Source: an optimization exercise on an open RTL-to-GDS flow (aim: small area, a short achievable clock period and few clock cycles per item). Production flows keep margins and buffers that such runs may drop.
Where RTL was checked, it was by simulation tests only, not by an equivalence proof against the original.
The RTL of runs 2, 5 and 6 was laid out without a check of its function.
Power figures rest on the tool's default switching activity, not on a simulated workload.

==> flow/run.sh <==
#!/bin/bash
# synth_recipe.tcl (not shown) runs the flow's synth.tcl, then flattens the netlist and writes it again
# the make line also repeats each setting of config.mk as NAME=value (left out here)
make -C /OpenROAD-flow-scripts/flow DESIGN_CONFIG=/design/flow/config.mk WORK_HOME=/design/flow/orfs CLKGATE_MAP_FILE= SYNTH_SCRIPT=/design/flow/synth_recipe.tcl finish
==> flow/config.mk <==
export PLATFORM = sky130hd
export DESIGN_NAME = task_priority_queue
export DESIGN_NICKNAME = task_priority_queue
export VERILOG_FILES = /design/flow/design.v
export SDC_FILE = /design/flow/constraint.sdc
export NUM_CORES = 4
export LEC_CHECK = 0
export CAP_MARGIN = 20
export CORE_MARGIN = 2
export CORE_UTILIZATION = 40
export SLEW_MARGIN = 20
==> flow/constraint.sdc <==
create_clock -name core_clock -period 3.7 [get_ports {clk}]
set_input_delay 0.7400 -clock core_clock [delete_from_list [all_inputs] [get_ports {clk}]]
set_output_delay 0.7400 -clock core_clock [all_outputs]
set_load 0.01 [all_outputs]
==> flow/design.v <==
`default_nettype none
package tpq_pkg;
	typedef enum logic {
		OP_ENQ = 1'b0,
		OP_DEQ = 1'b1
	} op_t;
	typedef enum logic [1:0] {
		ST_OK    = 2'd0,
		ST_FULL  = 2'd1,
		ST_EMPTY = 2'd2
	} status_t;
	typedef struct packed {
		logic [7:0]  prio;
		logic [15:0] arrival;
		logic [15:0] service;
		logic [7:0]  dev;
	} entry_t;
	typedef struct packed {
		logic enq;
		logic deq;
	} ctrl_t;
endpackage
`default_nettype wire
`default_nettype none
module tpq_cell (
	input  wire logic            clk,
	input  wire logic            we,
	input  wire tpq_pkg::entry_t new_entry,
	output tpq_pkg::entry_t      slot_q,
	output logic                 ahead
);
	assign ahead = (slot_q.prio > new_entry.prio) ||
		((slot_q.prio == new_entry.prio) && (slot_q.arrival < new_entry.arrival));
	always_ff @(posedge clk) begin
		if (we) begin
			slot_q <= new_entry;
		end
	end
endmodule
`default_nettype wire
`default_nettype none
module task_priority_queue
#(
	parameter int QUEUE_DEPTH = 16
) (
	input  wire logic        clk,
	input  wire logic        arst_n,
	input  wire logic        req_valid,
	output      logic        req_ready,
	input  wire logic        req_operation,
	input  wire logic [7:0]  req_priority_req,
	input  wire logic [15:0] req_arrive_tick,
	input  wire logic [15:0] req_run_cycles,
	input  wire logic [7:0]  req_owner_tag,
	output      logic        rsp_valid,
	input  wire logic        rsp_ready,
	output      logic [1:0]  rsp_status,
	output      logic        rsp_task_valid,
	output      logic [7:0]  rsp_out_priority,
	output      logic [15:0] rsp_out_arrive_tick,
	output      logic [15:0] rsp_out_run_cycles,
	output      logic [7:0]  rsp_out_owner_tag,
	output      logic [4:0]  rsp_occupancy
);
	localparam int N  = QUEUE_DEPTH;
	localparam int CW = $clog2(QUEUE_DEPTH + 1);
	logic [CW-1:0]   count_q;
	logic [N-1:0]    valid_q;
	logic [N*48-1:0] slot_v;       
	logic [N-1:0]    ahead;        
	logic [N-1:0][N-1:0] bef_q;   
	logic [N-1:0]    head;         
	logic [N-1:0]    free_oh;      
	logic [N-1:0]    we;
	logic            ovalid_q;
	tpq_pkg::status_t status_q;
	logic            tvalid_q;
	logic [N-1:0]    osel_q;
	logic            fire, is_full, is_empty, enq, deq;
	tpq_pkg::entry_t new_entry;
	assign req_ready = !ovalid_q || rsp_ready;
	assign fire      = req_valid && req_ready;
	assign is_full   = (count_q == CW'(N));
	assign is_empty  = (count_q == '0);
	assign enq       = fire && (tpq_pkg::op_t'(req_operation) == tpq_pkg::OP_ENQ) && !is_full;
	assign deq       = fire && (tpq_pkg::op_t'(req_operation) == tpq_pkg::OP_DEQ) && !is_empty;
	assign new_entry.prio    = req_priority_req;
	assign new_entry.arrival = req_arrive_tick;
	assign new_entry.service = req_run_cycles;
	assign new_entry.dev     = req_owner_tag;
	always_comb begin
		logic seen;
		seen = 1'b0;
		for (int i = 0; i < N; i++) begin
			free_oh[i] = !valid_q[i] && !seen;
			seen = seen || !valid_q[i];
		end
	end
	assign we = enq ? free_oh : '0;
	for (genvar i = 0; i < N; i++) begin : g_cell
		tpq_cell u_cell (
			.clk       (clk),
			.we        (we[i]),
			.new_entry (new_entry),
			.slot_q    (slot_v[i*48 +: 48]),
			.ahead     (ahead[i])
		);
	end
	always_comb begin
		for (int i = 0; i < N; i++) begin
			head[i] = valid_q[i];
			for (int j = 0; j < N; j++) begin
				if (j < i) head[i] = head[i] && (!valid_q[j] || !bef_q[j][i]);
				if (j > i) head[i] = head[i] && (!valid_q[j] || bef_q[i][j]);
			end
		end
	end
	always_ff @(posedge clk) begin
		for (int i = 0; i < N; i++) begin
			for (int j = i + 1; j < N; j++) begin
				if (we[i]) begin
					bef_q[i][j] <= !ahead[j];
				end else if (we[j]) begin
					bef_q[i][j] <= ahead[i];
				end
			end
		end
	end
	always_ff @(posedge clk or negedge arst_n) begin
		if (!arst_n) begin
			count_q  <= '0;
			valid_q  <= '0;
			ovalid_q <= 1'b0;
		end else begin
			if (enq) begin
				count_q <= count_q + CW'(1);
				valid_q <= valid_q | free_oh;
			end else if (deq) begin
				count_q <= count_q - CW'(1);
				valid_q <= valid_q & ~head;
			end
			if (fire) begin
				ovalid_q <= 1'b1;
			end else if (rsp_ready) begin
				ovalid_q <= 1'b0;
			end
		end
	end
	always_ff @(posedge clk) begin
		if (fire) begin
			tvalid_q <= deq;
			osel_q   <= deq ? head : '0;
			if (enq || deq) begin
				status_q <= tpq_pkg::ST_OK;
			end else if (tpq_pkg::op_t'(req_operation) == tpq_pkg::OP_ENQ) begin
				status_q <= tpq_pkg::ST_FULL;
			end else begin
				status_q <= tpq_pkg::ST_EMPTY;
			end
		end
	end
	tpq_pkg::entry_t oentry;
	always_comb begin
		oentry = '0;
		for (int i = 0; i < N; i++) begin
			oentry = oentry | (slot_v[i*48 +: 48] & {48{osel_q[i]}});
		end
	end
	assign rsp_valid           = ovalid_q;
	assign rsp_status          = status_q;
	assign rsp_task_valid      = tvalid_q;
	assign rsp_out_priority    = oentry.prio;
	assign rsp_out_arrive_tick = oentry.arrival;
	assign rsp_out_run_cycles  = oentry.service;
	assign rsp_out_owner_tag   = oentry.dev;
	assign rsp_occupancy       = count_q;
endmodule
`default_nettype wire
==> reports/results.txt, run 1 <==
synth warn -> 2
worst setup margin -> -0.00690 ns
P_leak -> 0.0195 uW
CP arrival -> 2.97 ns
Tmin final -> 3.71 ns
Vias -> 31.4k
die area -> 111000 um^2
sequential area share after synthesis -> 64.3%
Inst Count DP -> 4716
Hold Vio Cnt, Final -> 0
ys flop type -> edfxtp_1
Clock Path Buffers -> 3
Synth Register Bits -> 929
Setup crit end kind -> output port
Critical path origin -> osel_q[14]
Reg2Reg Setup Slack -> 0.57 ns
most frequent cells in the layout -> edfxtp_1 (907), ha_1 (371), buf_4 (228)
Critical Path End -> rsp_out_arrive_tick[7]
Routed Antenna Nets -> 0
largest net degree at the start of global routing -> 49
status -> failed layout checks
first-pass GRT wire length -> 220000 um
Finished Layout Cells -> 4921
DR vias/cell -> 6.37
Critical R2R Launch -> g_cell[9].u_cell.slot_q[31]
die height -> 333 um
drt total wl -> 156000 um
cts bufs inserted -> 101
CP peak stage delay -> 0.59 ns
Synth Instances -> 3069
P&R area growth vs syn -> 20.0%
CTS hold repair buffers -> 0
WL per Instance -> 31.7 um
FP Rows -> 120
grt ovf -> 0
total power -> 23300 uW
FMAX -> 0.270 GHz
# nets final -> 3856
commonest non-fill, non-tap cell in the layout -> edfxtp_1
clk_skew -> 0.0522 ns
Async S/R FF share, synth -> 2.37%
Clock H-tree levels -> 3
Hold Slack -> 0.441 ns
Worst-path clk slew -> 0.06 ns
Setup CP Type -> reg -> out
DRC -> 0
vias in the first global route -> 30.2k
Crit path required time -> 2.96 ns
Final HPWL DP -> 104000 um
GP Congestion -> 0.978
Synth Cell Area -> 43200 um^2
Critical path buffers and inverters -> 2
min-delay worst type -> in -> async
slowest CP cell -> clkdlybuf4s50_1
initial antenna violation count -> 4
Starting Density -> 40.4%
Slew Limit Headroom -> 46.6%
Max FO, Critical Path -> 16
layout violations -> setup timing
cells on worst reg2reg path -> 10
die width -> 333 um
first-pass detailed-route iteration total -> 5
syn avg cell area -> 14.1 um^2
post-route clock period utilization -> 100%
CP Launch Type -> flip-flop
Place WS -> -0.511 ns
clk sink count -> 929
Post-synth EDFFs -> 907
Worst R2R End -> bef_q[158]
max-cap violation count -> 0
Peak VDD IR -> 0.392 mV
sum of negative setup slack -> -0.00690 ns
PortBufs -> 110
Setup Viol. Count Final -> 1
Mapped Nets -> 3494
CP top delay family -> buffers and inverters
I/O pins -> 111
worst-skew pair later-pin latency -> 0.72 ns
Critical Path, Cell by Cell -> buf_4 -> a22o_1 -> a221oi_1 -> nand4_1 -> clkdlybuf4s50_1
critical path depth -> 5
All-Layer GR Usage -> 27.6%
1st-iter DRT viols -> 4335
distinct cell type count after synthesis -> 76
Root Buffer -> clkbuf_16
Least-Margin Pin Slew -> 0.799 ns
max-slew violation count -> 0
core area -> 107000 um^2
CTS tree -> done
RSZ-0062 raised after global routing -> false
PD cells -> 450 nW/um^2
layout cells sized above 1 -> 13.6%
==> metrics by stage <==
| step | utilization [%] | instance area, um^2 |
|---|---|---|
| finish | 48.5 | 51900 |
| global placement | 45.2 | 48400 |
| CTS | 48.4 | 51800 |
| floorplan | - | 43200 |
| global route | 48.4 | 51900 |
| detailed placement | 45.3 | 48500 |
==> registers in the layout (all words and copies together) (netlist names) <==
signal	flops
status_q	2
tvalid_q	1
ovalid_q	1
count_q	5
bef_q	120
g_cell.u_cell.slot_q	768
valid_q	16
osel_q	16
==> final cells by class <==
class                      count  area [um^2]
clock inverter                62          573
tap                         1403         1760
antenna                        1         2.50
fill                        9215        55200
clock buffer                 127         2650
sequential                   929        27800
timing repair buffer         410         4250
multi-input combinational   1893        14500
inverter                      96          382
==> cells in the mapped netlist, types with 22 or more instances <==
| cell | n | share of area, % |
|---|---|---|
| a211oi_1 | 30 | 0.52 |
| a21o_1 | 31 | 0.54 |
| a21oi_1 | 131 | 1.5 |
| a221oi_1 | 205 | 4.2 |
| a22o_1 | 196 | 4.0 |
| a22oi_1 | 22 | 0.38 |
| buf_1 | 25 | 0.22 |
| clkbuf_1 | 101 | 0.88 |
| dfrtp_1 | 22 | 1.3 |
| edfxtp_1 | 907 | 63 |
| ha_1 | 371 | 11 |
| inv_1 | 88 | 0.76 |
| nand2_1 | 217 | 1.9 |
| nand3_1 | 43 | 0.50 |
| nand4_1 | 107 | 1.5 |
| nor2_1 | 83 | 0.72 |
| nor3_1 | 26 | 0.30 |
| o21ai_0 | 184 | 2.1 |
| o22ai_1 | 24 | 0.35 |
==> worst min path at each step <==
stage / start / slack (ns) / to
after floorplan: arst_n / 0.44 / count_q[0]
after global placement: count_q[2] / 0.54 / count_q[2]
after detailed placement: count_q[2] / 0.55 / count_q[2]
after CTS: arst_n / 0.42 / ovalid_q
after global routing: arst_n / 0.45 / ovalid_q
final: arst_n / 0.44 / valid_q[6]
==> per-layer routing <==
metal / up-vias / wire [um] / global-route usage [%]
li1: 13298 / - / -
met1: 15822 / 64100 / 38.3
met2: 1877 / 70400 / 43.0
met3: 349 / 14100 / 4.37
met4: 6 / 7310 / 11.7
met5: - / 35 / 0
==> kinds of logic (layout without fill, tap and decap cells) <==
group | count (synthesis) | in the layout | synth area share (%)
adders and majority gates | 372 | 372 | 10.8
other | 0 | 1 | 0
AOI/OAI and AO/OA | 952 | 952 | 16.1
and+or+nand+nor | 561 | 561 | 6.35
muxes | 4 | 4 | 0.107
DFF | 929 | 929 | 64.3
buffers and inverters | 247 | 695 | 2.25
xor gates and xnor gates | 4 | 4 | 0.0811
==> timing repair <==
| action | CTS | global route |
|---|---|---|
| setup endpoints to repair | 48 | 10 |
| pin swaps | 2 | 1 |
| gates resized for setup | 4 | 3 |
| buffers inserted | 14 | 1 |
==> power breakdown <==
part           internal (uW)  total, uW  switching (uW)
Sequential             11600      11600            48.4
Clock                   5510       9870            4360
Combinational            722       1810            1090
Total                  17800      23300            5490
Testbench counts, summed over its fixed seeds: cycles 12,008, items 12,000.
==> run 2: changes to the inputs <==
--- a/flow/design.v
+++ b/flow/design.v
@@ -70,5 +70,7 @@
 	logic [N-1:0]    ahead;        
 	logic [N-1:0][N-1:0] bef_q;   
-	logic [N-1:0]    head;         
+	logic [N-1:0]    head_q;       
+	logic [N-1:0]    second;       
+	logic            head_ahead;   
 	logic [N-1:0]    free_oh;      
 	logic [N-1:0]    we;
@@ -76,5 +78,6 @@
 	tpq_pkg::status_t status_q;
 	logic            tvalid_q;
-	logic [N-1:0]    osel_q;
+	tpq_pkg::entry_t oentry_q;
+	tpq_pkg::entry_t head_entry;
 	logic            fire, is_full, is_empty, enq, deq;
 	tpq_pkg::entry_t new_entry;
@@ -109,9 +112,16 @@
 	always_comb begin
 		for (int i = 0; i < N; i++) begin
-			head[i] = valid_q[i];
+			second[i] = valid_q[i] && !head_q[i];
 			for (int j = 0; j < N; j++) begin
-				if (j < i) head[i] = head[i] && (!valid_q[j] || !bef_q[j][i]);
-				if (j > i) head[i] = head[i] && (!valid_q[j] || bef_q[i][j]);
+				if (j < i) second[i] = second[i] && (!valid_q[j] || head_q[j] || !bef_q[j][i]);
+				if (j > i) second[i] = second[i] && (!valid_q[j] || head_q[j] || bef_q[i][j]);
 			end
+		end
+	end
+	assign head_ahead = |(ahead & head_q);
+	always_comb begin
+		head_entry = '0;
+		for (int i = 0; i < N; i++) begin
+			head_entry = head_entry | (slot_v[i*48 +: 48] & {48{head_q[i]}});
 		end
 	end
@@ -131,4 +141,5 @@
 			count_q  <= '0;
 			valid_q  <= '0;
+			head_q   <= '0;
 			ovalid_q <= 1'b0;
 		end else begin
@@ -136,7 +147,11 @@
 				count_q <= count_q + CW'(1);
 				valid_q <= valid_q | free_oh;
+				if (!head_ahead) begin
+					head_q <= free_oh;
+				end
 			end else if (deq) begin
 				count_q <= count_q - CW'(1);
-				valid_q <= valid_q & ~head;
+				valid_q <= valid_q & ~head_q;
+				head_q  <= second;
 			end
 			if (fire) begin
@@ -150,5 +165,5 @@
 		if (fire) begin
 			tvalid_q <= deq;
-			osel_q   <= deq ? head : '0;
+			oentry_q <= deq ? head_entry : '0;
 			if (enq || deq) begin
 				status_q <= tpq_pkg::ST_OK;
@@ -160,18 +175,11 @@
 		end
 	end
-	tpq_pkg::entry_t oentry;
-	always_comb begin
-		oentry = '0;
-		for (int i = 0; i < N; i++) begin
-			oentry = oentry | (slot_v[i*48 +: 48] & {48{osel_q[i]}});
-		end
-	end
 	assign rsp_valid           = ovalid_q;
 	assign rsp_status          = status_q;
 	assign rsp_task_valid      = tvalid_q;
-	assign rsp_out_priority    = oentry.prio;
-	assign rsp_out_arrive_tick = oentry.arrival;
-	assign rsp_out_run_cycles  = oentry.service;
-	assign rsp_out_owner_tag   = oentry.dev;
+	assign rsp_out_priority    = oentry_q.prio;
+	assign rsp_out_arrive_tick = oentry_q.arrival;
+	assign rsp_out_run_cycles  = oentry_q.service;
+	assign rsp_out_owner_tag   = oentry_q.dev;
 	assign rsp_occupancy       = count_q;
 endmodule
--- a/flow/config.mk
+++ b/flow/config.mk
@@ -9,3 +9,4 @@
 export CORE_MARGIN = 2
 export CORE_UTILIZATION = 40
+export SETUP_SLACK_MARGIN = 1.5
 export SLEW_MARGIN = 20
==> run 2 against run 1 <==
  * Non-clock buffer count rose by 469
  * Synthesized cell count rose by 6.7%
  * Wire length grew 26%
  * The run now finishes clean
  * Via count grew 17%
==> reports/results.txt, run 2 <==
initial antenna violation count -> 14 (+10)
P&R area growth vs syn -> 42.1%
total power -> 31500 uW (+35%)
largest net degree at the start of global routing -> 52 (+6.1%)
distinct cell type count after synthesis -> 82 (+7.9%)
I/O pins -> 111 (unchanged)
Mapped Nets -> 3700 (+5.9%)
sequential area share after synthesis -> 64.2% (about the same)
Peak VDD IR -> 0.420 mV (+7.2%)
CP peak stage delay -> 0.43 ns (-0.16 ns)
Synth Instances -> 3275 (+6.7%)
Setup crit end kind -> flip-flop
Critical Path, Cell by Cell -> ha_4 -> nand4_1 -> nor4_4 -> nand4_1 -> a2bb2oi_2 -> a211o_1 -> a2111o_1 -> nor4_4 -> a31oi_4 -> clkbuf_16 -> mux2_4
Place WS -> -0.957 ns (-0.446 ns)
max-cap violation count -> 0 (unchanged)
die width -> 341 um (+2.4%)
# nets final -> 4519 (+17%)
Hold Slack -> 0.0191 ns (-0.422 ns)
slowest CP cell -> edfxtp_1
CTS tree -> done
status -> timing/DRC/antenna clean
Worst-path clk slew -> 0.06 ns (about the same)
commonest non-fill, non-tap cell in the layout -> edfxtp_1
CTS hold repair buffers -> 0 (unchanged)
Largest register FFs -> 768 (unchanged)
GP Congestion -> 0.984 (+0.60%)
Tmin final -> 3.46 ns (-0.247 ns)
utilization after layout -> 57.3% (+8.9 points)
PD cells -> 489 nW/um^2 (+8.8%)
Critical path buffers and inverters -> 1 (-1)
Final HPWL DP -> 113000 um (+9.1%)
Vias -> 36.8k (+17%)
1st-iter DRT viols -> 5438 (+25%)
first-pass detailed-route iteration total -> 8 (+3)
clk_skew -> 0.0626 ns (+0.0104 ns)
Synth Cell Area -> 45400 um^2 (+5.0%)
Starting Density -> 40.3% (about the same)
Crit path required time -> 4.30 ns (+1.34 ns)
share of the synthesized area in the top cell type -> 62.1% (-0.87 points)
Hold Vio Cnt, Final -> 0 (unchanged)
critical path depth -> 11 (+6)
RSZ-0062 raised after global routing -> true
DR vias/cell -> 6.47 (+1.6%)
synth warn -> 2 (unchanged)
worst-skew pair later-pin latency -> 0.77 ns (+0.05 ns)
layout cells sized above 1 -> 34.5% (+21 points)
cts bufs inserted -> 105 (+4.0%)
die height -> 341 um (+2.4%)
first-pass GRT wire length -> 243000 um (+10%)
max-slew violation count -> 0 (unchanged)
Routed Antenna Nets -> 0 (unchanged)
post-route clock period utilization -> 93.5% (-6.7 points)
Synth area leaders -> edfxtp_1 (62%), ha_1 (10%), a221oi_1 (3.3%)
P_leak -> 0.0243 uW (+25%)
most flop-heavy register -> g_cell.u_cell.slot_q
Async S/R FF share, synth -> 3.89% (+1.5 points)
Slew Limit Headroom -> 36.7% (-9.9 points)
Root Buffer -> clkbuf_16
largest registers -> g_cell.u_cell.slot_q (768), bef_q (120), oentry_q (48)
CP arrival -> 4.06 ns (+1.09 ns)
drt total wl -> 196000 um (+26%)
vias in the first global route -> 33.6k (+11%)
clk sink count -> 977 (+5.2%)
Setup Viol. Count Final -> 0 (-1)
syn avg cell area -> 13.9 um^2 (-1.6%)
FMAX -> 0.289 GHz (+7.1%)
worst setup margin -> 0.240 ns (+0.247 ns)
cells on worst reg2reg path -> 11 (+1)
FP Rows -> 123 (+2.5%)
Synth Register Bits -> 977 (+5.2%)
CP Launch Type -> flip-flop
Clock H-tree levels -> 3 (unchanged)
PortBufs -> 110 (unchanged)
min-delay worst type -> in -> async
synth cell count leaders -> edfxtp_1 (939), ha_1 (371), nand2_1 (239), a21oi_1 (216), a221oi_1 (169)
Setup CP Type -> reg -> reg
Yosys top cell by area -> edfxtp_1
CP top delay family -> simple AND/OR/NAND/NOR gates
grt ovf -> 0 (unchanged)
Post-synth EDFFs -> 939 (+3.5%)
die area -> 116000 um^2 (+4.9%)
WL per Instance -> 34.5 um (+8.9%)
ys flop type -> edfxtp_1
Least-Margin Pin Slew -> 0.950 ns (+0.151 ns)
DRC -> 0 (unchanged)
most frequent cell after synthesis -> edfxtp_1
Clock Path Buffers -> 3 (unchanged)
All-Layer GR Usage -> 29.1% (+1.5 points)
core area -> 112000 um^2 (+5.1%)
Max FO, Critical Path -> 7 (-9)
most frequent cells in the layout -> edfxtp_1 (939), buf_4 (389), ha_1 (309)
-- run 2: path summary, 6_finish.rpt --
kind	from	end	slack (ns)
worst max-delay path	g_cell[4].u_cell.slot_q[42]	head_q[5]	0.24
max in group asynchronous	arst_n	head_q[4]	3.21
worst min register to register	valid_q[1]	valid_q[2]	0.61
worst min-delay path	arst_n	ovalid_q	0.02
worst max register to register	g_cell[4].u_cell.slot_q[42]	head_q[5]	0.24
min in group core_clock	req_arrive_tick[2]	g_cell[14].u_cell.slot_q[26]	0.40
-- run 2: timing repair --
action,4_1_cts,5_1_grt
endpoints found under the hold margin,0,0
setup buffers,66,182
pin swaps,71,117
gates cloned,7,101
gates resized for setup,310,830
endpoints found under the setup margin,1141,1151
-- run 2: cell families after synthesis --
group / share of synthesized area (%)
compound gates: 16.3
flops: 64.2
simple gates: 6.52
fa+ha+maj: 10.3
buf+inv: 2.14
mux: 0.469
xor+xnor: 0.0772
-- run 2: per-stage QoR --
| step | area, um^2 | cells | TNS [ns] |
|---|---|---|---|
| 6_report | 64500 | 5683 | 0 |
| 5_1_grt | 64500 | 5680 | 0 |
| 4_1_cts | 57400 | 5397 | 0 |
| 3_5_place_dp | 52000 | 5131 | -64.04 |
| 3_3_place_gp | 52000 | 5131 | -60.25 |
| 2_1_floorplan | 45900 | 3275 | 0 |
-- run 2: area by class of cell --
cell class | count | area [um^2]
Fill cell | 8589 | 48000
Sequential cell | 977 | 29200
Multi-Input combinational cell | 2047 | 18100
Timing Repair Buffer | 879 | 11000
Clock buffer | 127 | 2780
Tap cell | 1500 | 1880
Clock inverter | 66 | 764
Inverter | 76 | 541
Timing Repair inverter | 8 | 126
Antenna cell | 3 | 7.51
-- run 2: power breakdown --
group	switching, uW	leakage (uW)	internal, uW
sequential	525	0.00894	12800
clock	4780	0.00170	6170
combinational	4210	0.0136	3050
total	9510	0.0243	22000
-- run 2: layer usage --
metal	routed length (um)	track usage (%)	up-vias
li1	-	-	15017
met1	72700	39.3	18355
met2	85300	45.6	2711
met3	24400	6.71	680
met4	13300	11.4	16
met5	186	0	-
==> run 3: changes to the inputs <==
--- a/flow/design.v
+++ b/flow/design.v
@@ -30,6 +30,28 @@
 	output logic                 ahead
 );
-	assign ahead = (slot_q.prio > new_entry.prio) ||
-		((slot_q.prio == new_entry.prio) && (slot_q.arrival < new_entry.arrival));
+	logic [23:0] ks, kn;
+	assign ks = {slot_q.prio, ~slot_q.arrival};
+	assign kn = {new_entry.prio, ~new_entry.arrival};
+	logic [23:0] g0, l0;
+	assign g0 = ks & ~kn;
+	assign l0 = ~ks & kn;
+	logic [11:0] g1, l1;
+	logic [5:0]  g2, l2;
+	logic [2:0]  g3, l3;
+	always_comb begin
+		for (int k = 0; k < 12; k++) begin
+			g1[k] = g0[2*k+1] | (!l0[2*k+1] & g0[2*k]);
+			l1[k] = l0[2*k+1] | (!g0[2*k+1] & l0[2*k]);
+		end
+		for (int k = 0; k < 6; k++) begin
+			g2[k] = g1[2*k+1] | (!l1[2*k+1] & g1[2*k]);
+			l2[k] = l1[2*k+1] | (!g1[2*k+1] & l1[2*k]);
+		end
+		for (int k = 0; k < 3; k++) begin
+			g3[k] = g2[2*k+1] | (!l2[2*k+1] & g2[2*k]);
+			l3[k] = l2[2*k+1] | (!g2[2*k+1] & l2[2*k]);
+		end
+		ahead = g3[2] | (!l3[2] & (g3[1] | (!l3[1] & g3[0])));
+	end
 	always_ff @(posedge clk) begin
 		if (we) begin
@@ -70,7 +92,5 @@
 	logic [N-1:0]    ahead;        
 	logic [N-1:0][N-1:0] bef_q;   
-	logic [N-1:0]    head_q;       
-	logic [N-1:0]    second;       
-	logic            head_ahead;   
+	logic [N-1:0]    head;         
 	logic [N-1:0]    free_oh;      
 	logic [N-1:0]    we;
@@ -112,16 +132,9 @@
 	always_comb begin
 		for (int i = 0; i < N; i++) begin
-			second[i] = valid_q[i] && !head_q[i];
+			head[i] = valid_q[i];
 			for (int j = 0; j < N; j++) begin
-				if (j < i) second[i] = second[i] && (!valid_q[j] || head_q[j] || !bef_q[j][i]);
-				if (j > i) second[i] = second[i] && (!valid_q[j] || head_q[j] || bef_q[i][j]);
-			end
-		end
-	end
-	assign head_ahead = |(ahead & head_q);
-	always_comb begin
-		head_entry = '0;
-		for (int i = 0; i < N; i++) begin
-			head_entry = head_entry | (slot_v[i*48 +: 48] & {48{head_q[i]}});
+				if (j < i) head[i] = head[i] && (!valid_q[j] || !bef_q[j][i]);
+				if (j > i) head[i] = head[i] && (!valid_q[j] || bef_q[i][j]);
+			end
 		end
 	end
@@ -141,5 +154,4 @@
 			count_q  <= '0;
 			valid_q  <= '0;
-			head_q   <= '0;
 			ovalid_q <= 1'b0;
 		end else begin
@@ -147,11 +159,7 @@
 				count_q <= count_q + CW'(1);
 				valid_q <= valid_q | free_oh;
-				if (!head_ahead) begin
-					head_q <= free_oh;
-				end
 			end else if (deq) begin
 				count_q <= count_q - CW'(1);
-				valid_q <= valid_q & ~head_q;
-				head_q  <= second;
+				valid_q <= valid_q & ~head;
 			end
 			if (fire) begin
@@ -175,4 +183,10 @@
 		end
 	end
+	always_comb begin
+		head_entry = '0;
+		for (int i = 0; i < N; i++) begin
+			head_entry = head_entry | (slot_v[i*48 +: 48] & {48{head[i]}});
+		end
+	end
 	assign rsp_valid           = ovalid_q;
 	assign rsp_status          = status_q;
--- a/flow/config.mk
+++ b/flow/config.mk
@@ -6,7 +6,8 @@
 export NUM_CORES = 4
 export LEC_CHECK = 0
+export ABC_CLOCK_PERIOD_IN_PS = 2000
 export CAP_MARGIN = 20
 export CORE_MARGIN = 2
 export CORE_UTILIZATION = 40
-export SETUP_SLACK_MARGIN = 1.5
+export SETUP_SLACK_MARGIN = 1.2
 export SLEW_MARGIN = 20
==> run 3 against run 2 <==
  * Still clean
  * Synthesized cell count is 2.2% higher
  * Via count is 11% higher
  * Power is 0.95% lower
  * Sequential power is 3% lower
  * Utilization is 6.1 points higher
  * Die area is 4.5% lower
  * Clock power is 4% lower
  * Register-to-register slack better by 0.38 ns
  * Sequential share of layout area is 3.0 points lower
  * Count of clock-buffer cells in the layout is 10 lower
  * Worst setup slack better by 0.38 ns
  * Cell area is 5.5% higher
  * Critical endpoint is now bef_q[14]
==> reports/results.txt, run 3 <==
ys flop type -> edfxtp_1
distinct cell type count after synthesis -> 82 (unchanged)
All-Layer GR Usage -> 37.9% (+8.8 points)
die width -> 333 um (-2.3%)
max-cap violation count -> 0 (unchanged)
most frequent cells in the layout -> edfxtp_1 (939), buf_4 (459), buf_6 (200)
clk_skew -> 0.0718 ns (+0.00916 ns)
flip-flop and latch area -> 28800 um^2 (-1.5%)
WL per Instance -> 38.4 um (+11%)
Tmin final -> 3.08 ns (-0.376 ns)
Hold Slack -> 0.340 ns (+0.321 ns)
commonest non-fill, non-tap cell in the layout -> edfxtp_1
Largest register FFs -> 768 (unchanged)
hold path endpoint -> g_cell[5].u_cell.slot_q[38]
PortBufs -> 110 (unchanged)
first-pass GRT wire length -> 296000 um (+21%)
GP Congestion -> 0.993 (+0.84%)
Worst-path clk slew -> 0.06 ns (about the same)
max-slew violation count -> 0 (unchanged)
utilization after layout -> 63.4% (+6.1 points)
Starting Density -> 40.4% (+0.064 points)
cts bufs inserted -> 101 (-3.8%)
CP Launch Type -> flip-flop
most flop-heavy register -> g_cell.u_cell.slot_q
FMAX -> 0.324 GHz (+12%)
clk sink count -> 961 (-1.6%)
most frequent cell after synthesis -> edfxtp_1
largest registers -> g_cell.u_cell.slot_q (768), bef_q (120), oentry_q (48)
Vias -> 40.7k (+11%)
Max FO, Critical Path -> 7 (unchanged)
Peak VDD IR -> 0.444 mV (+5.7%)
Least-Margin Pin Slew -> 0.898 ns (-0.0519 ns)
grt ovf -> 0 (unchanged)
Worst R2R End -> bef_q[14]
I/O pins -> 111 (unchanged)
cells on worst reg2reg path -> 10 (-1)
layout cells sized above 1 -> 42.7% (+8.2 points)
status -> timing/DRC/antenna clean
# nets final -> 4480 (-0.86%)
RSZ-0062 raised after global routing -> true
syn avg cell area -> 12.9 um^2 (-6.6%)
worst-skew pair later-pin latency -> 0.76 ns (about the same)
synth warn -> 2 (unchanged)
Root Buffer -> clkbuf_16
initial antenna violation count -> 4 (-10)
Synth Instances -> 3348 (+2.2%)
PD cells -> 459 nW/um^2 (-6.1%)
Setup crit end kind -> flip-flop
die height -> 333 um (-2.3%)
DR vias/cell -> 6.88 (+6.3%)
Mapped Nets -> 3405 (-8.0%)
P&R area growth vs syn -> 57.1%
post-route clock period utilization -> 83.3% (-10 points)
WHS Path Cells -> 1
CP arrival -> 3.59 ns (-0.47 ns)
drt total wl -> 227000 um (+16%)
Yosys top cell by area -> edfxtp_1
Setup Viol. Count Final -> 0 (unchanged)
Crit path required time -> 4.20 ns (-0.10 ns)
first-pass detailed-route iteration total -> 10 (+2)
Post-synth EDFFs -> 939 (unchanged)
CTS tree -> done
Hold Crit Start -> req_arrive_tick[14]
Routed Antenna Nets -> 0 (unchanged)
Reg2Reg Setup Slack -> 0.62 ns (+0.38 ns)
vias in the first global route -> 37.6k (+12%)
Clock H-tree levels -> 3 (unchanged)
share of the synthesized area in the top cell type -> 65.1% (+3.0 points)
Hold Vio Cnt, Final -> 0 (unchanged)
Final HPWL DP -> 112000 um (-1.1%)
DRC -> 0 (unchanged)
Clock Path Buffers -> 3 (unchanged)
FP Rows -> 120 (-2.4%)
CTS hold repair buffers -> 0 (unchanged)
P_leak -> 0.0245 uW (+0.98%)
Async S/R FF share, synth -> 2.29% (-1.6 points)
# fillers -> 7463 (-13%)
Setup CP Type -> reg -> reg
Slew Limit Headroom -> 40.1% (+3.5 points)
Critical R2R Launch -> g_cell[0].u_cell.slot_q[42]
Synth Cell Area -> 43300 um^2 (-4.6%)
1st-iter DRT viols -> 7324 (+35%)
Synth Register Bits -> 961 (-1.6%)
multi-input logic area -> 17000 um^2 (-6.4%)
die area -> 111000 um^2 (-4.5%)
min-delay worst type -> in -> reg
core area -> 107000 um^2 (-4.7%)
synth cell count leaders -> edfxtp_1 (939), nand2_1 (268), a21oi_1 (206), o21ai_0 (184), clkbuf_1 (179)
largest net degree at the start of global routing -> 53 (+1.9%)
sequential area share after synthesis -> 66.4% (+2.1 points)
Synth area leaders -> edfxtp_1 (65%), a221oi_1 (3.3%), a22o_1 (3.0%)
## run 3: cells by family after synthesis
group,Yosys count,synth area share [%]
AOI/OAI and AO/OA,1204,19.7
xor gates and xnor gates,4,0.0809
adders and majority gates,117,2.76
buffers and inverters,376,3.34
DFF,961,66.4
muxes,15,0.350
and+or+nand+nor,671,7.42
## run 3: cell type report
cell class,count,area share [%]
clock buffers,117,3.80
repair buffers,1195,24.0
well taps,1403,2.58
repair inverters,7,0.171
multi-input cells,2011,25.0
clock inverters,65,1.06
diodes,6,0.0221
flip-flops and latches,961,42.3
inverters,146,1.10
## run 3: stage by stage
step | setup TNS (ns) | power, uW | std cells | area [um^2] | worst slack (ns)
after detailed placement | -52.93 | 17400 | 5084 | 49900 | -0.586
after global placement | -52.03 | 17400 | 5084 | 49900 | -0.595
after floorplan | -110.04 | 15100 | 3348 | 43700 | -0.442
final | 0 | 31200 | 5911 | 68000 | 0.617
after CTS | 0 | 30000 | 5786 | 64700 | 0.636
after global routing | 0 | 31700 | 5906 | 68000 | 0.519
## run 3: worst max-delay path, cell delays in order, from the launching register on
cell       delay (ns)
edfxtp_1         0.39
nor2b_4          0.14
maj3_2           0.35
maj3_2           0.32
maj3_2           0.29
maj3_2           0.31
maj3_2           0.30
a211o_1          0.27
a31oi_4          0.25
clkbuf_16        0.22
a21oi_2          0.04
## run 3: worst max-delay path by stage
stage | start | slack [ns] | end
2_1_floorplan | rsp_ready | -0.44 | g_cell[15].u_cell.slot_q[0]
3_5_place_dp | req_arrive_tick[12] | -0.59 | bef_q[103]
6_report | g_cell[0].u_cell.slot_q[42] | 0.62 | bef_q[14]
4_1_cts | g_cell[0].u_cell.slot_q[42] | 0.64 | bef_q[15]
3_3_place_gp | req_arrive_tick[12] | -0.60 | bef_q[103]
5_1_grt | ovalid_q | 0.52 | g_cell[15].u_cell.slot_q[28]
## run 3: where the power goes
group          switching (uW)  internal [uW]  total, uW
logic                    4340           3470       7810
clock network            4720           5810      10500
registers                 359          12500      12900
## run 3: routing by layer
layer / routed length [um] / up-vias / track usage, % / part of all wire, %
met5: 168 / - / 0.434 / 0.074
met3: 36900 / 1223 / 12.7 / 16
li1: - / 15626 / - / -
met4: 21200 / 8 / 25.9 / 9.3
met2: 92300 / 4008 / 53.5 / 41
met1: 76700 / 19803 / 49.0 / 34
## run 3: timing repair
item / CTS / global route
cloned: 136 / 22
pin swaps: 276 / 196
gates resized for setup: 1135 / 433
hold endpoints to repair: 0 / 0
buffers inserted: 384 / 97
endpoints found under the setup margin: 906 / 963
Testbench counts of run 3, summed over its fixed seeds: cycles 12,008, items 12,000.
==> run 4: changes to the inputs <==
--- a/flow/config.mk
+++ b/flow/config.mk
@@ -6,8 +6,6 @@
 export NUM_CORES = 4
 export LEC_CHECK = 0
-export ABC_CLOCK_PERIOD_IN_PS = 2000
 export CAP_MARGIN = 20
 export CORE_MARGIN = 2
 export CORE_UTILIZATION = 40
-export SETUP_SLACK_MARGIN = 1.2
 export SLEW_MARGIN = 20
==> run 4 against run 3 <==
  * Critical path type unchanged
  * Flip-flop and latch count is the same
  * Highest routed layer unchanged
  * Largest cell class unchanged
  * Worst hold slack better by 0.059 ns
  * Largest power group unchanged
  * Still clean
  * Count of clock-buffer cells in the layout increased by 15
==> reports/results.txt, run 4 <==
clk sink count -> 961 (unchanged)
RSZ-0062 raised after global routing -> false
Tmin final -> 3.59 ns (+0.505 ns)
WL per Instance -> 32.3 um (-16%)
Least-Margin Pin Slew -> 1.01 ns (+0.117 ns)
post-route clock period utilization -> 97.0% (+14 points)
Synth area leaders -> edfxtp_1 (65%), a221oi_1 (3.3%), a22o_1 (3.0%)
max-cap violation count -> 0 (unchanged)
cells on worst reg2reg path -> 8 (-2)
Setup Viol. Count Final -> 0 (unchanged)
die height -> 333 um (unchanged)
I/O pins -> 111 (unchanged)
Setup CP Type -> reg -> reg
Critical path buffers and inverters -> 3 (+2)
critical path depth -> 8 (-2)
Clock Path Buffers -> 3 (unchanged)
Peak VDD IR -> 0.401 mV (-9.7%)
design area -> 53200 um^2 (-22%)
Reg2Reg Setup Slack -> 0.11 ns (-0.50 ns)
ys flop type -> edfxtp_1
CP arrival -> 4.19 ns (+0.60 ns)
Critical R2R Launch -> valid_q[11]
Post-synth EDFFs -> 939 (unchanged)
drt total wl -> 171000 um (-25%)
share of the synthesized area in the top cell type -> 65.1% (unchanged)
Finished Layout Cells -> 5274 (-11%)
synth cell count leaders -> edfxtp_1 (939), nand2_1 (268), a21oi_1 (206), o21ai_0 (184), clkbuf_1 (179)
CP top delay family -> simple AND/OR/NAND/NOR gates
slowest CP cell -> nor4_2
Clock H-tree levels -> 3 (unchanged)
total power -> 27900 uW (-11%)
sequential area share after synthesis -> 66.4% (unchanged)
CP Launch Type -> flip-flop
Routed Antenna Nets -> 0 (unchanged)
syn avg cell area -> 12.9 um^2 (unchanged)
# nets final -> 3840 (-14%)
Synth Cell Area -> 43300 um^2 (unchanged)
most frequent cell after synthesis -> edfxtp_1
CTS tree -> done
first-pass detailed-route iteration total -> 6 (-4)
All-Layer GR Usage -> 30.0% (-7.8 points)
Worst-path clk slew -> 0.07 ns (about the same)
most flop-heavy register -> g_cell.u_cell.slot_q
layout cells sized above 1 -> 17.3% (-25 points)
largest net degree at the start of global routing -> 53 (unchanged)
P&R area growth vs syn -> 23.0%
FMAX -> 0.279 GHz (-14%)
clk_skew -> 0.0424 ns (-0.0293 ns)
Final HPWL DP -> 112000 um (+0.14%)
vias in the first global route -> 32.1k (-14%)
core area -> 107000 um^2 (unchanged)
Hold Vio Cnt, Final -> 0 (unchanged)
Slew Limit Headroom -> 31.8% (-8.3 points)
min-delay worst type -> in -> async
Synth Instances -> 3348 (unchanged)
initial antenna violation count -> 4 (unchanged)
Mapped Nets -> 3405 (unchanged)
most frequent cells in the layout -> edfxtp_1 (939), buf_4 (373), nand2_1 (268)
Inst Count DP -> 5081 (-0.059%)
status -> timing/DRC/antenna clean
CTS hold repair buffers -> 0 (unchanged)
Yosys top cell by area -> edfxtp_1
grt ovf -> 0 (unchanged)
CP peak stage delay -> 0.89 ns (+0.50 ns)
1st-iter DRT viols -> 5194 (-29%)
Vias -> 34.2k (-16%)
Async S/R FF share, synth -> 2.29% (unchanged)
Largest register FFs -> 768 (unchanged)
FP Rows -> 120 (unchanged)
P_leak -> 0.0185 uW (-24%)
Root Buffer -> clkbuf_16
area post-placement -> 49800 um^2 (-0.25%)
worst-skew pair later-pin latency -> 0.73 ns (-0.03 ns)
commonest non-fill, non-tap cell in the layout -> edfxtp_1
distinct cell type count after synthesis -> 82 (unchanged)
PortBufs -> 110 (unchanged)
die area -> 111000 um^2 (unchanged)
utilization after layout -> 49.7% (-14 points)
DR vias/cell -> 6.48 (-5.8%)
DRC -> 0 (unchanged)
Critical Path, Cell by Cell -> inv_1 -> o22ai_1 -> or3_1 -> nor4_2 -> buf_12 -> a221oi_1 -> a31oi_1 -> buf_4
Hold Slack -> 0.399 ns (+0.0591 ns)
cts bufs inserted -> 103 (+2.0%)
Max FO, Critical Path -> 25 (+18)
Crit path required time -> 4.30 ns (+0.10 ns)
PD cells -> 524 nW/um^2 (+14%)
Setup crit end kind -> flip-flop
GP Congestion -> 1.01 (+1.9%)
max-slew violation count -> 0 (unchanged)
die width -> 333 um (unchanged)
largest registers -> g_cell.u_cell.slot_q (768), bef_q (120), oentry_q (48)
first-pass GRT wire length -> 239000 um (-19%)
synth warn -> 2 (unchanged)
Worst R2R End -> oentry_q[44]
Starting Density -> 40.4% (unchanged)
Synth Register Bits -> 961 (unchanged)
[run 4: changes by cell type in the layout (fill, tap and decap cells not counted), sizes merged, moves of 7 or more]
cell           delta
buf             -615
clkbuf            -7
bufbuf            -8
clkdlybuf4s50    +28
clkinv           -12
dlygate4sd2      -10
clkdlybuf4s15     -7
[run 4: power breakdown]
group          total [uW]  switching [uW]  internal (uW)
registers           12900             378          12500
logic                4440            2780           1660
clock network       10600            4580           5990
total               27900            7740          20200
[run 4: metrics by stage]
stage / setup WS (ns) / TNS [ns]
after floorplan: -0.442 / -59.34
after global placement: -0.866 / -59.09
after detailed placement: -1.02 / -63.58
after CTS: 0.0200 / 0
after global routing: 0.00819 / 0
final: 0.112 / 0
[run 4: cell families after synthesis]
kind of cell | Yosys count | synth area share [%]
compound gates | 1204 | 19.7
flops | 961 | 66.4
simple gates | 671 | 7.42
buf+inv | 376 | 3.34
fa+ha+maj | 117 | 2.76
mux | 15 | 0.350
xor+xnor | 4 | 0.0809
[run 4: timing repair]
| action | in CTS | in global routing |
|---|---|---|
| cloned | 0 | 0 |
| endpoints found under the hold margin | 0 | 0 |
| pin swaps | 0 | 0 |
| setup endpoints to repair | 15 | 26 |
| resized for setup | 2 | 3 |
| setup buffers | 0 | 0 |
[run 4: layer usage]
metal	wire, um	global-route usage [%]
met5	53	0
met3	20500	6.72
met1	67900	42.2
met2	74600	45.0
met4	7500	12.3
[run 4: worst max-delay path by stage]
| stage | endpoint | from | slack [ns] |
|---|---|---|---|
| floorplan | g_cell[15].u_cell.slot_q[0] | rsp_ready | -0.44 |
| detailed placement | bef_q[239] | req_arrive_tick[12] | -1.02 |
| global placement | bef_q[239] | req_arrive_tick[12] | -0.87 |
| CTS | bef_q[55] | req_arrive_tick[0] | 0.02 |
| finish | oentry_q[44] | valid_q[11] | 0.11 |
| global route | bef_q[59] | req_arrive_tick[7] | 0.008 |
[run 4: cell type report]
type | count | area (um^2)
diodes | 2 | 5.00
fillers | 9268 | 54000
well taps | 1403 | 1760
multi-input cells | 2011 | 13300
clock buffers | 132 | 2710
repair buffers | 560 | 5440
flip-flops and latches | 961 | 28700
clock inverters | 59 | 726
inverters | 146 | 589
[run 4: worst register-to-register path, cell delays in order (launching register included)]
cell      delay, ns
dfrtp_1        0.38
inv_1          0.41
o22ai_1        0.17
or3_1          0.40
nor4_2         0.89
buf_12         0.36
a221oi_1       0.18
a31oi_1        0.49
buf_4          0.20
==> run 5: changes to the inputs <==
--- a/flow/design.v
+++ b/flow/design.v
@@ -89,20 +89,30 @@
 	logic [CW-1:0]   count_q;
 	logic [N-1:0]    valid_q;
+	logic [N-1:0]    alloc_q;      
 	logic [N*48-1:0] slot_v;       
 	logic [N-1:0]    ahead;        
-	logic [N-1:0][N-1:0] bef_q;   
+	logic [N-1:0][N-1:0] bef_q;    
 	logic [N-1:0]    head;         
-	logic [N-1:0]    free_oh;      
 	logic [N-1:0]    we;
+	logic [N-1:0]    valid_next;
+	logic [N-1:0]    alloc_next;
+	logic            res_v_q;
+	tpq_pkg::status_t res_status_q;
+	logic            res_tvalid_q;
+	logic [CW-1:0]   res_occ_q;
+	logic [N-1:0]    res_sel_q;    
 	logic            ovalid_q;
 	tpq_pkg::status_t status_q;
 	logic            tvalid_q;
+	logic [CW-1:0]   occ_q;
 	tpq_pkg::entry_t oentry_q;
-	tpq_pkg::entry_t head_entry;
-	logic            fire, is_full, is_empty, enq, deq;
+	tpq_pkg::entry_t sel_entry;
+	logic            adv, fire, is_full, is_empty, enq, deq;
+	logic [CW-1:0]   count_next;
 	tpq_pkg::entry_t new_entry;
-	assign req_ready = !ovalid_q || rsp_ready;
+	assign adv       = !ovalid_q || rsp_ready;
+	assign req_ready = !res_v_q || adv;
 	assign fire      = req_valid && req_ready;
-	assign is_full   = (count_q == CW'(N));
+	assign is_full   = count_q[CW-1];
 	assign is_empty  = (count_q == '0);
 	assign enq       = fire && (tpq_pkg::op_t'(req_operation) == tpq_pkg::OP_ENQ) && !is_full;
@@ -112,13 +122,5 @@
 	assign new_entry.service = req_run_cycles;
 	assign new_entry.dev     = req_owner_tag;
-	always_comb begin
-		logic seen;
-		seen = 1'b0;
-		for (int i = 0; i < N; i++) begin
-			free_oh[i] = !valid_q[i] && !seen;
-			seen = seen || !valid_q[i];
-		end
-	end
-	assign we = enq ? free_oh : '0;
+	assign we = enq ? alloc_q : '0;
 	for (genvar i = 0; i < N; i++) begin : g_cell
 		tpq_cell u_cell (
@@ -139,4 +141,23 @@
 		end
 	end
+	always_comb begin
+		valid_next = valid_q;
+		count_next = count_q;
+		if (enq) begin
+			valid_next = valid_q | alloc_q;
+			count_next = count_q + CW'(1);
+		end else if (deq) begin
+			valid_next = valid_q & ~head;
+			count_next = count_q - CW'(1);
+		end
+	end
+	always_comb begin
+		logic seen;
+		seen = 1'b0;
+		for (int i = 0; i < N; i++) begin
+			alloc_next[i] = !valid_next[i] && !seen;
+			seen = seen || !valid_next[i];
+		end
+	end
 	always_ff @(posedge clk) begin
 		for (int i = 0; i < N; i++) begin
@@ -154,17 +175,18 @@
 			count_q  <= '0;
 			valid_q  <= '0;
+			alloc_q  <= N'(1);
+			res_v_q  <= 1'b0;
 			ovalid_q <= 1'b0;
 		end else begin
-			if (enq) begin
-				count_q <= count_q + CW'(1);
-				valid_q <= valid_q | free_oh;
-			end else if (deq) begin
-				count_q <= count_q - CW'(1);
-				valid_q <= valid_q & ~head;
-			end
+			count_q <= count_next;
+			valid_q <= valid_next;
+			alloc_q <= alloc_next;
 			if (fire) begin
-				ovalid_q <= 1'b1;
-			end else if (rsp_ready) begin
-				ovalid_q <= 1'b0;
+				res_v_q <= 1'b1;
+			end else if (adv) begin
+				res_v_q <= 1'b0;
+			end
+			if (adv) begin
+				ovalid_q <= res_v_q;
 			end
 		end
@@ -172,19 +194,28 @@
 	always_ff @(posedge clk) begin
 		if (fire) begin
-			tvalid_q <= deq;
-			oentry_q <= deq ? head_entry : '0;
+			res_tvalid_q <= deq;
+			res_sel_q    <= deq ? head : '0;
+			res_occ_q    <= count_next;
 			if (enq || deq) begin
-				status_q <= tpq_pkg::ST_OK;
+				res_status_q <= tpq_pkg::ST_OK;
 			end else if (tpq_pkg::op_t'(req_operation) == tpq_pkg::OP_ENQ) begin
-				status_q <= tpq_pkg::ST_FULL;
+				res_status_q <= tpq_pkg::ST_FULL;
 			end else begin
-				status_q <= tpq_pkg::ST_EMPTY;
-			end
-		end
-	end
-	always_comb begin
-		head_entry = '0;
-		for (int i = 0; i < N; i++) begin
-			head_entry = head_entry | (slot_v[i*48 +: 48] & {48{head[i]}});
+				res_status_q <= tpq_pkg::ST_EMPTY;
+			end
+		end
+	end
+	always_comb begin
+		sel_entry = '0;
+		for (int i = 0; i < N; i++) begin
+			sel_entry = sel_entry | (slot_v[i*48 +: 48] & {48{res_sel_q[i]}});
+		end
+	end
+	always_ff @(posedge clk) begin
+		if (adv && res_v_q) begin
+			status_q <= res_status_q;
+			tvalid_q <= res_tvalid_q;
+			occ_q    <= res_occ_q;
+			oentry_q <= sel_entry;
 		end
 	end
@@ -196,5 +227,5 @@
 	assign rsp_out_run_cycles  = oentry_q.service;
 	assign rsp_out_owner_tag   = oentry_q.dev;
-	assign rsp_occupancy       = count_q;
+	assign rsp_occupancy       = occ_q;
 endmodule
 `default_nettype wire
--- a/flow/config.mk
+++ b/flow/config.mk
@@ -9,3 +9,4 @@
 export CORE_MARGIN = 2
 export CORE_UTILIZATION = 40
+export SETUP_SLACK_MARGIN = 1.0
 export SLEW_MARGIN = 20
==> run 5 against run 4 <==
  * Sequential power hardly changed
  * Worst setup slack better by 0.28 ns
  * Wire length shrank 0.65%
  * Fmax is 8.5% higher
  * Utilization rose by 2.1 points
  * Worst hold slack lost 0.24 ns
  * Clock power about the same
  * Clock skew increased by 0.034 ns
  * Global-route usage is 1.0 points lower
  * Count of clock-buffer cells in the layout rose by 9
  * Largest power group unchanged
==> reports/results.txt, run 5 <==
post-synthesis xor/xnor area fraction -> 0.0589% (-0.022 points)
Critical R2R Launch -> g_cell[10].u_cell.slot_q[36]
worst-skew pair later-pin latency -> 0.75 ns (+0.02 ns)
CP arrival -> 3.76 ns (-0.43 ns)
first-pass GRT wire length -> 238000 um (-0.73%)
drt total wl -> 169000 um (-0.65%)
synth warn -> 2 (unchanged)
Starting Density -> 40.3% (-0.11 points)
Worst-path clk slew -> 0.06 ns (about the same)
utilization after layout -> 51.8% (+2.1 points)
clk sink count -> 1007 (+4.8%)
Critical path buffers and inverters -> 4 (+1)
Largest register FFs -> 768 (unchanged)
PortBufs -> 110 (unchanged)
Place WS -> -0.985 ns (+0.0369 ns)
cts bufs inserted -> 108 (+4.9%)
Clock Path Buffers -> 3 (unchanged)
syn avg cell area -> 13.1 um^2 (+1.5%)
Synth Instances -> 3395 (+1.4%)
I/O pins -> 111 (unchanged)
WL per Instance -> 30.9 um (-4.5%)
FP Rows -> 122 (+1.7%)
grt ovf -> 0 (unchanged)
Synth Area in Compound Gates -> 19.4% (-0.27 points)
max-cap violation count -> 0 (unchanged)
largest family of logic cells by synthesized area -> compound AO/OA/AOI/OAI gates
P_leak -> 0.0205 uW (+10%)
largest net degree at the start of global routing -> 62 (+17%)
CTS tree -> done
most frequent cells in the layout -> edfxtp_1 (968), buf_4 (356), nand2_1 (273)
Mapped Nets -> 3450 (+1.3%)
Finished Layout Cells -> 5485 (+4.0%)
Synth Register Bits -> 1007 (+4.8%)
clk_skew -> 0.0766 ns (+0.0341 ns)
All-Layer GR Usage -> 29.0% (-1.0 points)
largest registers -> g_cell.u_cell.slot_q (768), bef_q (120), oentry_q (48)
synth cell count leaders -> edfxtp_1 (968), nand2_1 (287), a221oi_1 (215), a21oi_1 (205), o21ai_0 (205)
Least-Margin Pin Slew -> 1.12 ns (+0.101 ns)
min-delay worst type -> in -> async
Critical path origin -> g_cell[10].u_cell.slot_q[36]
core area -> 111000 um^2 (+3.2%)
die area -> 114000 um^2 (+2.9%)
Setup Viol. Count Final -> 0 (unchanged)
Async S/R FF share, synth -> 3.87% (+1.6 points)
most flop-heavy register -> g_cell.u_cell.slot_q
Vias -> 34.7k (+1.5%)
1st-iter DRT viols -> 4601 (-11%)
max-slew violation count -> 0 (unchanged)
Critical Path, Cell by Cell -> buf_6 -> a21o_1 -> a222oi_1 -> a21oi_2 -> maj3_2 -> o31ai_4 -> maj3_2 -> a221oi_4 -> a311oi_4 -> buf_6 -> buf_16 -> buf_6 -> a21oi_2
Tmin final -> 3.31 ns (-0.280 ns)
Post-Synth Adder-Cell Area -> 2.34% (-0.42 points)
die height -> 338 um (+1.4%)
Inst Count DP -> 5129 (+0.94%)
post-route clock period utilization -> 89.4% (-7.6 points)
FMAX -> 0.302 GHz (+8.5%)
Root Buffer -> clkbuf_16
initial antenna violation count -> 6 (+2)
slowest CP cell -> edfxtp_1
CP top delay family -> compound AO/OA/AOI/OAI gates
worst setup margin -> 0.392 ns (+0.280 ns)
Crit path top cell by count -> buf_6
Synth Area in Simple Gates -> 7.21% (-0.21 points)
Final HPWL DP -> 105000 um (-6.5%)
# nets final -> 3960 (+3.1%)
die width -> 338 um (+1.4%)
vias in the first global route -> 32.6k (+1.4%)
status -> timing/DRC/antenna clean
Clock H-tree levels -> 3 (unchanged)
Routed Antenna Nets -> 0 (unchanged)
Peak VDD IR -> 0.487 mV (+21%)
Crit path required time -> 4.16 ns (-0.14 ns)
Post-synth EDFFs -> 968 (+3.1%)
distinct cell type count after synthesis -> 84 (+2.4%)
Max FO, Critical Path -> 5 (-80%)
first-pass detailed-route iteration total -> 9 (+3)
Slew Limit Headroom -> 25.7% (-6.1 points)
CP peak stage delay -> 0.46 ns (-0.43 ns)
Setup CP Type -> reg -> reg
Synth area leaders -> edfxtp_1 (65%), a221oi_1 (4.2%), a22o_1 (4.0%)
total power -> 27400 uW (-2.0%)
ys flop type -> edfxtp_1
Setup crit end kind -> flip-flop
GP Congestion -> 0.972 (-3.9%)
RSZ-0062 raised after global routing -> true
PD cells -> 478 nW/um^2 (-8.9%)
Yosys top cell by area -> edfxtp_1
CP Launch Type -> flip-flop
P&R area growth vs syn -> 28.5%
# fillers -> 9301 (+0.36%)
Hold Vio Cnt, Final -> 0 (unchanged)
sequential area share after synthesis -> 67.4% (+1.0 points)
DRC -> 0 (unchanged)
Synth Cell Area -> 44600 um^2 (+3.0%)
share of the synthesized area in the top cell type -> 65.2% (+0.086 points)
layout cells sized above 1 -> 27.0% (+9.7 points)
commonest non-fill, non-tap cell in the layout -> edfxtp_1
multiplexer area fraction after synthesis -> 0.272% (-0.077 points)
DR vias/cell -> 6.32 (-2.4%)
most frequent cell after synthesis -> edfxtp_1
## run 5: worst paths after layout
check | slack, ns | cells past startpoint | endpoint
min reg2reg | 0.42 | 0 | occ_q[3]
min in group core_clock | 0.41 | 2 | g_cell[9].u_cell.slot_q[26]
max | 0.39 | 13 | bef_q[74]
max in group asynchronous | 2.85 | 1 | count_q[0]
min | 0.15 | 1 | valid_q[15]
max reg2reg | 0.39 | 13 | bef_q[74]
## run 5: logic make-up (layout without fill, tap and decap cells)
logic type	count (synthesis)	count (layout)
xor gates and xnor gates	3	3
DFF	1007	1007
adders and majority gates	102	102
buffers and inverters	383	982
other	0	1
muxes	12	12
and+or+nand+nor	682	684
AOI/OAI and AO/OA	1206	1206
## run 5: per-stage QoR
step | area (um^2) | setup TNS, ns | hold slack, ns
final | 57300 | 0 | 0.155
after detailed placement | 50400 | -61.70 | 0.405
after CTS | 55700 | 0 | 0.191
after global routing | 57300 | 0 | 0.214
after floorplan | 45400 | 0 | 0.400
after global placement | 50400 | -58.27 | 0.401
## run 5: cell type report
type                            count  area, um^2  share of cell area [%]
Multi-Input combinational cell   2007       14900                    26.1
Clock buffer                      141        2880                    5.02
Antenna cell                        1        2.50                 0.00437
Timing Repair Buffer              625        6320                    11.0
Inverter                          156         656                    1.14
Clock inverter                     60         588                    1.03
Tap cell                         1488        1860                    3.25
Sequential cell                  1007       30000                    52.4
## run 5: per-layer routing
metal  share of wire [%]  GRT usage, %  wire length, um
met2                  45          44.8            76300
met5               0.039             0               66
met4                 4.3          10.4             7250
met1                  40          41.0            68300
met3                  10          5.38            17700
## run 5: what timing repair did
| action | CTS | global route |
|---|---|---|
| setup endpoints to repair | 213 | 550 |
| hold buffers | 0 | 0 |
| buffers inserted | 53 | 85 |
| cloned | 10 | 5 |
| pin swaps | 91 | 148 |
| gates resized for setup | 319 | 267 |
## run 5: power breakdown
group	switching (uW)	internal (uW)
registers	315	12900
clock network	4730	5880
logic	2110	1400
==> run 6: changes to the inputs <==
--- a/flow/design.v
+++ b/flow/design.v
@@ -163,8 +163,6 @@
 		for (int i = 0; i < N; i++) begin
 			for (int j = i + 1; j < N; j++) begin
-				if (we[i]) begin
-					bef_q[i][j] <= !ahead[j];
-				end else if (we[j]) begin
-					bef_q[i][j] <= ahead[i];
+				if (enq && (alloc_q[i] || alloc_q[j])) begin
+					bef_q[i][j] <= alloc_q[i] ? !ahead[j] : ahead[i];
 				end
 			end
--- a/flow/config.mk
+++ b/flow/config.mk
@@ -9,4 +9,3 @@
 export CORE_MARGIN = 2
 export CORE_UTILIZATION = 40
-export SETUP_SLACK_MARGIN = 1.0
 export SLEW_MARGIN = 20
==> run 6 against run 5 <==
  * Highest routed layer unchanged
  * Clock power about the same
  * Area after synthesis about the same
  * Power down 0.16%
  * Still clean
  * Utilization down 3.1 points
  * Synthesized cell count down 1.3%
  * Critical path depth down 2
  * Cell area down 6.2%
  * Global-route usage up 0.59 points
  * Cell count down 2.4%
  * Fmax down 6.3%
  * Worst hold slack better by 0.037 ns
==> reports/results.txt, run 6 <==
first-pass detailed-route iteration total -> 6 (-3)
Place WS -> -0.535 ns (+0.450 ns)
first-pass GRT wire length -> 241000 um (+1.4%)
WL per Instance -> 31.8 um (+2.9%)
share of the synthesized area in the top cell type -> 65.3% (about the same)
Synth Cell Area -> 44500 um^2 (about the same)
Max FO, Critical Path -> 7 (+2)
Peak VDD IR -> 0.515 mV (+5.6%)
Hold Slack -> 0.191 ns (+0.0368 ns)
largest registers -> g_cell.u_cell.slot_q (768), bef_q (120), oentry_q (48)
P&R area growth vs syn -> 20.6%
initial antenna violation count -> 3 (-3)
Setup crit end kind -> flip-flop
status -> timing/DRC/antenna clean
max-cap violation count -> 0 (unchanged)
slowest CP cell -> clkdlybuf4s50_1
die height -> 338 um (about the same)
DRC -> 0 (unchanged)
CP arrival -> 3.95 ns (+0.19 ns)
Yosys top cell by area -> edfxtp_1
CTS hold repair buffers -> 0 (unchanged)
synth warn -> 2 (unchanged)
Clock H-tree levels -> 3 (unchanged)
GP Congestion -> 0.993 (+2.2%)
Post-CTS Setup Inserts -> 0 (-100%)
Least-Margin Pin Slew -> 1.19 ns (+0.0731 ns)
Crit path top cell by count -> a21oi_1
DR vias/cell -> 6.37 (+0.78%)
Starting Density -> 40.3% (about the same)
syn avg cell area -> 13.3 um^2 (+1.3%)
ys flop type -> edfxtp_1
grt ovf -> 0 (unchanged)
worst setup margin -> 0.170 ns (-0.222 ns)
clk_skew -> 0.0637 ns (-0.0128 ns)
Worst-path clk slew -> 0.06 ns (about the same)
CP Launch Type -> input port
distinct cell type count after synthesis -> 88 (+4.8%)
Setup Viol. Count Final -> 0 (unchanged)
CTS tree -> done
post-route clock period utilization -> 95.4% (+6.0 points)
Async S/R FF share, synth -> 3.87% (unchanged)
sequential area share after synthesis -> 67.4% (about the same)
Worst R2R End -> bef_q[141]
All-Layer GR Usage -> 29.6% (+0.59 points)
core area -> 111000 um^2 (-0.14%)
synth cell count leaders -> edfxtp_1 (968), nand2_1 (282), a221oi_1 (216), a22o_1 (202), a21oi_1 (187)
cells on worst reg2reg path -> 9 (-4)
Crit path required time -> 4.12 ns (-0.04 ns)
CP peak stage delay -> 0.58 ns (+0.12 ns)
Routed Antenna Nets -> 0 (unchanged)
PortBufs -> 110 (unchanged)
Mapped Nets -> 3405 (-1.3%)
Vias -> 34.1k (-1.6%)
most frequent cells in the layout -> edfxtp_1 (968), buf_4 (390), nand2_1 (282)
Clock Path Buffers -> 3 (unchanged)
Root Buffer -> clkbuf_16
Synth area leaders -> edfxtp_1 (65%), a221oi_1 (4.2%), a22o_1 (4.0%)
cts bufs inserted -> 104 (-3.7%)
Largest register FFs -> 768 (unchanged)
Synth Register Bits -> 1007 (unchanged)
vias in the first global route -> 32.8k (+0.52%)
Hold Vio Cnt, Final -> 0 (unchanged)
Slew Limit Headroom -> 20.8% (-4.9 points)
worst-skew pair later-pin latency -> 0.74 ns (about the same)
Reg2Reg Setup Slack -> 0.30 ns (-0.09 ns)
P_leak -> 0.0191 uW (-6.4%)
min-delay worst type -> in -> async
Critical R2R Launch -> g_cell[13].u_cell.slot_q[32]
max-slew violation count -> 0 (unchanged)
clk sink count -> 1007 (unchanged)
most frequent cell after synthesis -> edfxtp_1
RSZ-0062 raised after global routing -> false
1st-iter DRT viols -> 5448 (+18%)
drt total wl -> 170000 um (+0.45%)
PD cells -> 508 nW/um^2 (+6.4%)
Setup CP Type -> in -> reg
sum of negative setup slack -> 0 ns (unchanged)
layout cells sized above 1 -> 16.7% (-10 points)
Tmin final -> 3.53 ns (+0.222 ns)
I/O pins -> 111 (unchanged)
FMAX -> 0.283 GHz (-6.3%)
Post-synth EDFFs -> 968 (unchanged)
# nets final -> 3833 (-3.2%)
largest net degree at the start of global routing -> 49 (-21%)
Critical Path, Cell by Cell -> clkdlybuf4s50_1 -> buf_4 -> nor2_1 -> and2_1 -> a2111oi_0 -> o22ai_1 -> o21ai_0 -> a21oi_1 -> maj3_2 -> nor2_2 -> a21oi_1
Synth Instances -> 3350 (-1.3%)
Final HPWL DP -> 110000 um (+5.1%)
die area -> 114000 um^2 (about the same)
commonest non-fill, non-tap cell in the layout -> edfxtp_1
post-CTS sizing -> 0 (-100%)
FP Rows -> 122 (unchanged)
most flop-heavy register -> g_cell.u_cell.slot_q
die width -> 338 um (about the same)
==> run 6: changes by cell type in the layout (fill, tap and decap cells not counted), moves of 30 or more <==
cell | previous run | this run
o21ai_0 | 135 | 166
buf_4 | 356 | 390
a21oi_2 | 55 | 4
maj3_2 | 57 | 1
maj3_1 | 43 | 77
a21o_1 | 16 | 53
o21ai_2 | 42 | 3
a21oi_1 | 138 | 187
buf_6 | 64 | 0
buf_12 | 67 | 37
==> run 6: per-layer routing <==
layer	routed length, um	share of wire [%]	GRT usage [%]	up-vias
met2	74300	44	44.3	2369
met3	19000	11	6.21	381
met1	69300	41	42.0	17051
li1	-	-	-	14303
met5	8	0.0047	0	-
met4	7660	4.5	11.7	2
==> run 6: cells by family after synthesis <==
| group | share of synthesized area [%] |
|---|---|
| compound gates | 19.6 |
| flops | 67.4 |
| simple gates | 7.33 |
| buf+inv | 3.04 |
| fa+ha+maj | 1.81 |
| mux | 0.733 |
| xor+xnor | 0.0590 |
==> run 6: worst max-delay path by stage <==
stage | from | end | cells after the start
5_1_grt | req_arrive_tick[0] | bef_q[53] | 11
4_1_cts | req_arrive_tick[0] | bef_q[53] | 11
3_3_place_gp | req_arrive_tick[1] | bef_q[207] | 11
6_report | req_priority_req[1] | bef_q[95] | 11
2_1_floorplan | rsp_ready | alloc_q[15] | 11
3_5_place_dp | req_arrive_tick[0] | bef_q[54] | 11
==> run 6: area by class of cell <==
cell class                 instances  area [um^2]
sequential                      1007        30000
multi-input combinational       1992        13200
tap                             1488         1860
fill                            9790        56800
inverter                         136          534
clock buffer                     144         2870
timing repair buffer             537         4760
clock inverter                    47          514
antenna                            2         5.00
==> run 6: power by group <==
group	total (uW)	switching (uW)	internal, uW
sequential	13500	455	13000
clock	10400	4610	5810
combinational	3400	2150	1260
total	27300	7210	20100
==> run 6: worst max-delay path: cells and delay by family <==
kind / cells / cell delay [ns]
buf+inv: 2 / 0.73
compound gates: 5 / 1.51
simple gates: 3 / 0.56
fa+ha+maj: 1 / 0.40
==> run 6: through the flow <==
stage               util, %  instances  power (uW)  area, um^2
floorplan                 -       3350       15200       44600
global placement       45.6       5160       17000       50400
detailed placement     45.6       5160       17000       50400
CTS                    48.6       5351       27300       53700
global route           48.6       5351       28100       53700
finish                 48.6       5353       27300       53700

## afterwards: timing with drivers on the ports
In the flow no input, the clock included, has a driving cell. The finished layouts below were timed again as built, in two steps.
Step 1: set_driving_cell puts a clkbuf_16 on clk and a buf_2 on each other input, an assumption about the parent block.
Step 2 times the ports against the registers' clock, not the clock port: input delays grow and output delays shrink by t, the midpoint of the rising clock arrivals with the driver on.
Three values: ideal ports, drivers, drivers and shift; two values: the first two.
| run | t, ns | slack for setup (ns) | worst hold slack (ns) | clock arrival spread, ns |
|---|---|---|---|---|
| run 1 | 0.764 | -0.007 / -0.081 / -0.615 | 0.441 / 0.393 / 0.561 | 0.053 / 0.053 |
| run 2 | 0.815 | 0.240 / 0.240 / -0.497 | 0.019 / -0.038 / 0.606 | 0.074 / 0.074 |
| run 3 | 0.804 | 0.617 / 0.617 / -0.048 | 0.340 / 0.283 / 0.640 | 0.072 / 0.072 |
| run 4 | 0.780 | 0.112 / 0.112 / -0.616 | 0.399 / 0.353 / 0.550 | 0.043 / 0.043 |
| run 5 | 0.787 | 0.392 / 0.392 / -0.172 | 0.155 / 0.109 / 0.418 | 0.076 / 0.077 |
| run 6 | 0.783 | 0.170 / 0.165 / -0.618 | 0.191 / 0.146 / 0.422 | 0.068 / 0.068 |
With both steps, setup timing fails in 5 of these runs, where it was met with ideal ports. For run 6, which loses most, drivers alone change the setup slack by -0.005 ns; drivers and shift together by -0.788 ns.
